This is an optimization exercise on Yosys and OpenROAD, whose aim is small area, not a production implementation. The RTL was checked by simulation tests, not by an equivalence proof against the original design. Power is estimated from default activity; no workload was simulated.

// hdc_frame_assembler
module hdc_frame_assembler #(
  parameter int CHANNELS = hdc_frame_assembler_pkg::INPUT_CHANNELS,
  parameter int SAMPLE_W = hdc_frame_assembler_pkg::RAW_WIDTH,
  parameter int LANE_W   = 16
) (
  input  logic                         Clk_CI,
  input  logic                         Reset_RI,
  input  logic                         SampleValid_SI,
  output logic                         SampleReady_SO,
  input  logic [SAMPLE_W-1:0]          Sample_DI,
  input  logic                         SampleLast_SI,
  input  logic [hdc_frame_assembler_pkg::MODE_W-1:0]            ModeIn_SI,
  input  logic [hdc_frame_assembler_pkg::LABEL_W-1:0]           LabelIn_DI,
  output logic [hdc_frame_assembler_pkg::idxWidth(CHANNELS)-1:0] ChannelIdx_DO,
  output logic                         ValidOut_SO,
  input  logic                         ReadyIn_SI,
  output logic [hdc_frame_assembler_pkg::MODE_W-1:0]            ModeOut_SO,
  output logic [hdc_frame_assembler_pkg::LABEL_W-1:0]           LabelOut_DO,
  output logic [CHANNELS*LANE_W-1:0]   Raw_DO,
  output logic                         FrameError_SO
);
Settings: LEC_CHECK=0, CAP_MARGIN=20, CORE_MARGIN=2, CORE_UTILIZATION=65, GPL_TIMING_DRIVEN=0, SLEW_MARGIN=20; clock period 4.0 ns.
standard.sh (not shown) runs the stock make flow with config.mk's settings and CLKGATE_MAP_FILE= SYNTH_SCRIPT=/design/flow/synth_recipe.tcl, a recipe that flattens the netlist after the stock synthesis.
==> flow/flow/run.sh <==
#!/bin/bash
# Standard ORFS layout (standard.sh, unchanged synthesis) with these changes:
# port buffers use the smallest buffer cell, the first fanout repair may not
# use the largest buffers, and the clock tree uses clkbuf_8 with small sink
# clusters and no dummy loads.
set -e
HERE=$(cd "$(dirname "$0")" && pwd)
export BUFFER_PORTS_ARGS="-buffer_cell sky130_fd_sc_hd__buf_1"
export PRE_RESIZE_TCL="$HERE/pre_resize.tcl"
export CTS_ARGS="-sink_clustering_enable -repair_clock_nets -buf_list sky130_fd_sc_hd__clkbuf_8 -sink_clustering_size 16 -sink_clustering_max_diameter 50 -dont_use_dummy_load"
bash standard.sh > standard.log 2>&1
==> flow/flow/pre_resize.tcl <==
# Keep the first fanout repair from building trees of the largest buffers.
set_dont_use {sky130_fd_sc_hd__buf_12 sky130_fd_sc_hd__buf_16 sky130_fd_sc_hd__clkbuf_16}
The baseline passed the timing, design-rule and antenna checks.
Then changed:
- CORE_UTILIZATION: 65 -> 70
After rerunning: The new run failed in I/O pin placement, error PPL-0024. Synthesized area is unchanged. Synthesized cell count stays the same.
Then changed:
--- a/flow/flow/run.sh
+++ b/flow/flow/run.sh
@@ -3,2 +3,3 @@
-# port buffers use the smallest buffer cell, the first fanout repair may not
-# use the largest buffers, and the clock tree uses clkbuf_8 with small sink
+# port buffers use the smallest buffer cell; before the first fanout repair,
+# high-fanout signal nets get one buffer per compact group of sinks
+# (pre_resize.tcl); and the clock tree uses clkbuf_8 with small sink
==> flow/flow/cluster_buf.tcl (new file) <==
# Splits each high-fanout signal net into spatially compact groups of sinks
# (recursive median bisection) and drives each group from its own buffer,
# placed at the group's centre; repair_design then buffers the few nets left.
proc cb_split {pts maxn} {
  if {[llength $pts] <= $maxn} { return [list $pts] }
  set xs [lsort -real [lmap p $pts {lindex $p 1}]]
  set ys [lsort -real [lmap p $pts {lindex $p 2}]]
  set dx [expr {[lindex $xs end] - [lindex $xs 0]}]
  set dy [expr {[lindex $ys end] - [lindex $ys 0]}]
  set k [expr {$dx >= $dy ? 1 : 2}]
  set s [lsort -real -index $k $pts]
  set h [expr {[llength $s] / 2}]
  return [concat [cb_split [lrange $s 0 [expr {$h - 1}]] $maxn] [cb_split [lrange $s $h end] $maxn]]
}
proc cluster_buffer_nets {minfan maxn cell} {
  set block [ord::get_db_block]
  set nets {}
  foreach net [$block getNets] {
    if {[$net getSigType] ne "SIGNAL"} continue
    if {[llength [$net getITerms]] > $minfan} { lappend nets $net }
  }
  set idx 0
  foreach net $nets {
    set pts {}
    foreach pin [get_pins -of_objects [get_nets [$net getName]] -filter "direction==input"] {
      set xy [[sta::sta_to_db_pin $pin] getAvgXY]
      lappend pts [list $pin [lindex $xy 1] [lindex $xy 2]]
    }
    set groups [cb_split $pts $maxn]
    puts "cluster_buffer_nets: [$net getName] [llength $pts] sinks in [llength $groups] groups"
    foreach g $groups {
      set sx 0; set sy 0
      foreach p $g { set sx [expr {$sx + [lindex $p 1]}]; set sy [expr {$sy + [lindex $p 2]}] }
      set u [$block getDbUnitsPerMicron]
      set cx [expr {double($sx) / [llength $g] / $u}]
      set cy [expr {double($sy) / [llength $g] / $u}]
      set pins [lmap p $g {lindex $p 0}]
      insert_buffer -buffer_cell $cell -net [get_nets [$net getName]] -load_pins $pins -location [list $cx $cy] -buffer_name "cbuf_$idx" -net_name "cbuf_net_$idx"
      incr idx
    }
  }
}
==> flow/flow/pre_resize.tcl (replaced) <==
source [file join [file dirname [info script]] cluster_buf.tcl]
cluster_buffer_nets 100 64 sky130_fd_sc_hd__buf_4
set_dont_use {sky130_fd_sc_hd__buf_12 sky130_fd_sc_hd__buf_16 sky130_fd_sc_hd__clkbuf_16}
- CORE_UTILIZATION: 70 -> 65
After rerunning: Now the flow went through all stages and came out clean; synthesized area does not change; synthesized cell count is unchanged.
Then changed:
--- a/flow/flow/run.sh
+++ b/flow/flow/run.sh
@@ -5 +5 @@
-# (pre_resize.tcl); and the clock tree uses clkbuf_8 with small sink
+# (pre_resize.tcl); and the clock tree uses clkbuf_4 with small sink
@@ -11 +11 @@
-export CTS_ARGS="-sink_clustering_enable -repair_clock_nets -buf_list sky130_fd_sc_hd__clkbuf_8 -sink_clustering_size 16 -sink_clustering_max_diameter 50 -dont_use_dummy_load"
+export CTS_ARGS="-sink_clustering_enable -repair_clock_nets -buf_list sky130_fd_sc_hd__clkbuf_4 -sink_clustering_size 10 -sink_clustering_max_diameter 40 -dont_use_dummy_load"
The new run completed with no timing, DRC or antenna violations.
Synthesized cell count does not change.
Wire length increases by 0.99%.
Via count increases by 2.1%.
Final cell count increases by 2.1%.
Non-clock buffer count increases by 25.
Fmax increases by 0.31%.
Register-to-register slack is about the same.
Critical path depth is unchanged.
Flip-flop and latch count does not change.
Cell area stays flat.
Combinational power increases by 6.3%.

-- static timing again, ports no longer ideal --
How much do the figures lean on ideal ports? The routed layouts below were timed once more, with nothing changed but the port constraints. Step 1 assumes that a clkbuf_16 drives the clock port and a buf_2 every other input. Step 2 also shifts input and output timing later by t, the mid clock arrival at the registers, as if the neighbouring blocks saw the same clock. Slacks: ideal / step 1 / step 2; pairs: ideal / step 1.
| run | t, ns | setup slack, ns | hold slack, ns | worst register clock-pin slew, ns | cell pins on the clock port's net |
|---|---|---|---|---|---|
| the first run | 0.877 | 0.386 / 0.386 / 0.189 | 0.139 / 0.097 / 0.398 | 0.10 / 0.10 | 1 |
| the third run | 0.880 | 0.873 / 0.873 / 0.851 | 0.165 / 0.128 / 0.405 | 0.10 / 0.10 | 1 |
| the fourth run | 1.151 | 0.883 / 0.883 / 0.292 | 0.215 / 0.186 / 0.416 | 0.11 / 0.11 | 1 |
After both steps every run listed still meets setup and hold. The setup slack of the fourth run, which loses most, moves by 0.000 ns with the drivers and by -0.591 ns with both steps.
